Source: an optimization exercise on an open RTL-to-GDS flow (aim: small area, a short achievable clock period and few clock cycles per item). Production flows keep margins and buffers that such runs may drop. In this exercise RTL edits were held to simulation tests only and were not proved equivalent to the original. Power is estimated from default activity; no workload was simulated.

## depth_pixel_backprojection
module depth_pixel_backprojection
(
    input  logic              i_clk,
    input  logic              i_rst_n,
    input  logic              i_s_tvalid,
    output logic              o_s_tready,
    input  logic [39:0]       i_s_tdata,    
    output logic              o_m_tvalid,
    input  logic              i_m_tready,
    output logic [63:0]       o_m_tdata,    
    output logic [0:0]        o_m_tuser,    
    input  logic              psel,
    input  logic              penable,
    input  logic              pwrite,
    input  logic [APB_AW-1:0] paddr,
    input  logic [APB_DW-1:0] pwdata,
    output logic [APB_DW-1:0] prdata,
    output logic              pready
);
    localparam int LAT = AXIS_LAT;    
    logic [FOC_W-1:0]  r_focal_x;
    logic [FOC_W-1:0]  r_focal_y;
    logic [CTR_W-1:0]  r_center_x;
    logic [CTR_W-1:0]  r_center_y;
    logic [MAXD_W-1:0] r_max_depth;
    logic              r_wr_en;
    logic [2:0]        r_wr_a;
    logic [CTR_W-1:0]  r_wr_d;
    assign pready = 1'b1;
    always_ff @(posedge i_clk) begin
        if (!i_rst_n) r_wr_en <= 1'b0;
        else          r_wr_en <= psel && penable && pwrite;
        r_wr_a <= paddr[APB_AW-1:2];
        r_wr_d <= pwdata[CTR_W-1:0];
    end
    always_ff @(posedge i_clk) begin
        if (!i_rst_n) begin
            r_focal_x   <= FOCAL_X_RST;
            r_focal_y   <= FOCAL_Y_RST;
            r_center_x  <= CENTER_X_RST;
            r_center_y  <= CENTER_Y_RST;
            r_max_depth <= MAX_DEPTH_RST;
        end else if (r_wr_en) begin
            case (r_wr_a)
                REG_FOCAL_X:   r_focal_x   <= r_wr_d[FOC_W-1:0];
                REG_FOCAL_Y:   r_focal_y   <= r_wr_d[FOC_W-1:0];
                REG_CENTER_X:  r_center_x  <= r_wr_d;
                REG_CENTER_Y:  r_center_y  <= r_wr_d;
  ...
==> flow/config.mk <==
export PLATFORM = sky130hd
export DESIGN_NAME = depth_pixel_backprojection
export DESIGN_NICKNAME = depth_pixel_backprojection
export VERILOG_FILES = /design/flow/design.v
export SDC_FILE = /design/flow/constraint.sdc
export NUM_CORES = 4
export LEC_CHECK = 0
export CAP_MARGIN = 20
export CORE_MARGIN = 2
export CORE_UTILIZATION = 40
export SETUP_SLACK_MARGIN = 4.5
export SLEW_MARGIN = 20
==> flow/constraint.sdc <==
create_clock -name core_clock -period 8.0 [get_ports {i_clk}]
set_input_delay 1.6000 -clock core_clock [delete_from_list [all_inputs] [get_ports {i_clk}]]
set_output_delay 1.6000 -clock core_clock [all_outputs]
set_load 0.01 [all_outputs]
run.sh (not shown) runs the stock make flow with config.mk's settings and CLKGATE_MAP_FILE= SYNTH_SCRIPT=/design/flow/synth_recipe.tcl, a recipe that flattens the netlist after the stock synthesis.
The starting point went through all stages and came out clean.
Testbench counts at the start, summed over its fixed seeds: cycles 10,208, items 9,600.
Next try:
--- a/flow/config.mk
+++ b/flow/config.mk
@@ -10,2 +10,4 @@
 export CORE_UTILIZATION = 40
+export CTS_BUF_LIST = sky130_fd_sc_hd__clkbuf_8
+export CTS_CLUSTER_SIZE = 20
 export SETUP_SLACK_MARGIN = 4.5
What happened: Final cell count increases by a few percent. First-iteration DRC count went down slightly. Non-clock buffer count shrinks by 11. Global-route usage stays flat. Combinational power is about the same. Synthesized cell count stays the same. Core utilization is lower by 0.33 points. Wire length increases slightly. Register-to-register slack is worse by 0.04 ns. Worst setup slack gets worse by 0.039 ns.
Next try:
--- a/flow/config.mk
+++ b/flow/config.mk
@@ -10,5 +10,3 @@
 export CORE_UTILIZATION = 40
-export CTS_BUF_LIST = sky130_fd_sc_hd__clkbuf_8
-export CTS_CLUSTER_SIZE = 20
-export SETUP_SLACK_MARGIN = 4.5
+export SETUP_SLACK_MARGIN = 4.4
 export SLEW_MARGIN = 20
Global-route usage shrinks by 0.13 points.
First-iteration DRC count grows by a few percent.
Clock power grows by about a fifth.
Power grows by a few percent.
Utilization grows by 0.13 points.
Next try:
--- a/flow/config.mk
+++ b/flow/config.mk
@@ -10,3 +10,3 @@
 export CORE_UTILIZATION = 40
-export SETUP_SLACK_MARGIN = 4.4
+export SETUP_SLACK_MARGIN = 4.6
 export SLEW_MARGIN = 20
After rerunning: Final area came out higher slightly; hold slack hardly moves; wire length is higher by a few percent; power grows slightly; synthesized area stays the same; final cell count came out higher slightly; count of clock-buffer cells in the layout stays the same; global-route usage came out higher by 0.27 points; fmax rose by a few percent; via count came out higher slightly; flip-flop and latch count stays the same.

-- afterwards: timing with drivers on the ports --
The results above use ideal ports. As a check the final layouts listed here were re-extracted and re-timed, cells and wires unchanged. Step 1 (the two cells are an assumption about what drives the block):
set clk [get_ports {i_clk}]
set_driving_cell -lib_cell sky130_fd_sc_hd__clkbuf_16 $clk
set_driving_cell -lib_cell sky130_fd_sc_hd__buf_2 [delete_from_list [all_inputs] $clk]
Step 2, shift: input delay + t, output delay - t, t = (earliest + latest rising clock arrival at the registers) / 2. This alone moves slack from input paths to output paths. Slacks: ideal / step 1 / step 2; pairs: ideal / step 1.
run	t (ns)	setup slack, ns	worst hold slack (ns)	worst slew at a driven data input, ns	pins driven straight from the clock port
the first run	1.001	4.579 / 4.477 / 4.219	0.369 / 0.369 / 0.369	0.06	1
the second run	1.183	4.539 / 4.539 / 4.265	0.346 / 0.346 / 0.346	0.06	1
the third run	1.001	4.471 / 4.424 / 4.222	0.368 / 0.368 / 0.368	0.06	1
the fourth run	1.002	4.590 / 4.590 / 4.211	0.368 / 0.368 / 0.368	0.06	1
After both steps setup and hold are still met in every run listed. The setup slack of the fourth run, which loses most, moves by 0.000 ns with the drivers and by -0.379 ns with both steps.
